This design comes from an exercise in tuning for small area on the open sky130 flow, not from production work.
Function was checked by simulation only, so behaviour that the tests miss may differ from the original.
Power figures rest on the tool's default switching activity, not on a simulated workload. No driver is modelled on the clock port, so clocking that relies on it looks cheaper here than on a real chip.

// data_memory_responder
module data_memory_responder #(
  parameter int DEPTH       = 32,
  parameter int WAIT_STATES = 2
) (
  input  logic        CLK,
  input  logic        RESET_N,
  input  logic        MemRead_control,
  input  logic        MemWrite_control,
  input  logic [63:0] Address,
  input  logic [63:0] Write_data,
  output logic [63:0] Read_data,
  output logic        Mem_ready,
  output logic        Mem_busy,
  output logic        Mem_error
);
  localparam int NTAP = 12;
  function automatic int tap_pos(input int i);
    tap_pos = 8 * (i / 3) + ((i % 3 == 0) ? 0 : (i % 3 == 1) ? 2 : 5);
  endfunction
  logic [1:0]  state, state_nxt;
  logic [4:0]  rot, rot_nxt;
  logic [3:0]  since_rst;      
  logic [3:0]  since_nxt;
  logic        idle, accept, live_mis, live_ld, take_wdata;
  logic        cap_ld, cap_st, cap_mis, wr_pend, wr_pend_nxt;
  logic        ld_nxt, st_nxt, busy_nxt, hold, hold_nxt;
  logic [4:0]  cap_idx, idx_nxt, pos_nxt;
  logic [63:0] dbuf, dbuf_nxt;
  logic [63:0] ring [32];
  logic [7:0]  wr_fire, wr_fire_nxt, wr_keep;
  logic [NTAP-1:0] tap_reg, tap_reg_nxt, tap_live, tap_sel;
  logic        rd_commit, rd_hold, commit_nxt;
  assign live_mis = |Address[2:0];
  assign idle      = (state == 2'd0);
  assign accept    = idle && (MemRead_control ^ MemWrite_control);
  assign live_ld   = accept && MemRead_control && !live_mis;
  assign state_nxt = (!idle || accept) ? state + 2'd1 : state;
  assign rot_nxt   = rot + 5'd1;
  assign idx_nxt   = idle ? Address[7:3] : cap_idx;
  assign since_nxt = {since_rst[2:0], 1'b1};
  ...
Size in the first run: roughly 3400 cells after synthesis, about 2200 flip-flops, roughly 200 I/O pins.
clock: 5.0 ns
lec_check: 0
cap_margin: 0
core_margin: 2
core_utilization: 75
place_density: 0.82
slew_margin: 0
standard.sh (not shown) runs the stock make flow with config.mk's settings and CLKGATE_MAP_FILE= SYNTH_SCRIPT=/design/flow/synth_recipe.tcl, a recipe that flattens the netlist after the stock synthesis.
==> flow/flow/run.sh <==
#!/bin/bash
# Standard synthesis with an area-oriented ABC script, then the standard layout with plain
# buf_1 port buffers and a clock tree of our own settings.
set -euo pipefail
export FLOW_WORK="$PWD"
export MY_ABC_SCRIPT="$PWD/flow/abc_area.script"
SYN="SYNTH_SCRIPT=$PWD/flow/synth.tcl"
bash standard.sh synth "$SYN" > synth.log 2>&1
bash standard.sh finish "$SYN" \
  BUFFER_PORTS_ARGS="-buffer_cell sky130_fd_sc_hd__buf_1" \
  CTS_ARGS="-sink_clustering_enable -repair_clock_nets -dont_use_dummy_load -buf_list sky130_fd_sc_hd__clkbuf_16 -sink_clustering_size 35 -sink_clustering_max_diameter 60" \
  > layout.log 2>&1
==> flow/flow/abc_area.script <==
&get -n
&st
&dch
&nf -a -R 1000
&st
&dch
&nf -a -R 1000
&put
==> flow/flow/synth.tcl <==
# The standard synthesis (synth_recipe.tcl, in the work folder), with one change: the
# combinational logic is mapped by ABC with an area-oriented script (abc_area.script here)
# in place of ORFS's speed script. Registers are mapped before ABC and are unchanged.
proc abc {args} {
  set i [lsearch -exact $args -script]
  if {$i >= 0} {
    set args [lreplace $args [expr {$i + 1}] [expr {$i + 1}] $::env(MY_ABC_SCRIPT)]
  }
  puts "abc script: [lindex $args [expr {$i + 1}]]"
  yosys abc {*}$args
}
source $::env(FLOW_WORK)/synth_recipe.tcl
The first run passed the timing, DRC and antenna checks.
Next try:
--- a/flow/flow/run.sh
+++ b/flow/flow/run.sh
@@ -9,4 +9,4 @@
 bash standard.sh finish "$SYN" \
   BUFFER_PORTS_ARGS="-buffer_cell sky130_fd_sc_hd__buf_1" \
-  CTS_ARGS="-sink_clustering_enable -repair_clock_nets -dont_use_dummy_load -buf_list sky130_fd_sc_hd__clkbuf_16 -sink_clustering_size 35 -sink_clustering_max_diameter 60" \
+  CTS_ARGS="-sink_clustering_enable -repair_clock_nets -dont_use_dummy_load -buf_list sky130_fd_sc_hd__clkbuf_16 -sink_clustering_size 33 -sink_clustering_max_diameter 70" \
   > layout.log 2>&1
--- a/flow/config.mk
+++ b/flow/config.mk
@@ -6,7 +6,7 @@
 export NUM_CORES = 4
 export LEC_CHECK = 0
-export CAP_MARGIN = 0
+export CAP_MARGIN = 20
 export CORE_MARGIN = 2
 export CORE_UTILIZATION = 75
 export PLACE_DENSITY = 0.82
-export SLEW_MARGIN = 0
+export SLEW_MARGIN = 20
Outcome: The changed run finished clean; power falls by about 1.3%; setup slack got worse by 0.019 ns; cell count stays flat; wire length is about the same.

port drivers added, routing unchanged:
Ports are ideal in the flow. The routed layouts listed here were re-timed in OpenROAD.
Step 1, drivers: a clkbuf_16 drives CLK and a buf_2 each remaining input, both assumed.
Step 2 moves the port delays by t, midway between the first and last clock arrival at a register: inputs arrive t later, outputs are due t later. That takes back most of the time a late clock gives input paths.
a / b / c = no drivers / after step 1 / after step 2; a / b = the first two.
| run | t (ns) | slack for setup (ns) | slew at the worst register clock pin (ns) | cell pins on the clock port's net |
|---|---|---|---|---|
| the first run | 0.722 | 1.219 / 1.219 / 0.713 | 0.12 / 0.12 | 1 |
| the second run | 0.722 | 1.200 / 1.200 / 0.729 | 0.12 / 0.12 | 1 |
After both steps setup and hold are still met in every run listed. The setup slack of the first run, which loses most, moves by 0.000 ns with the drivers and by -0.506 ns with both steps.
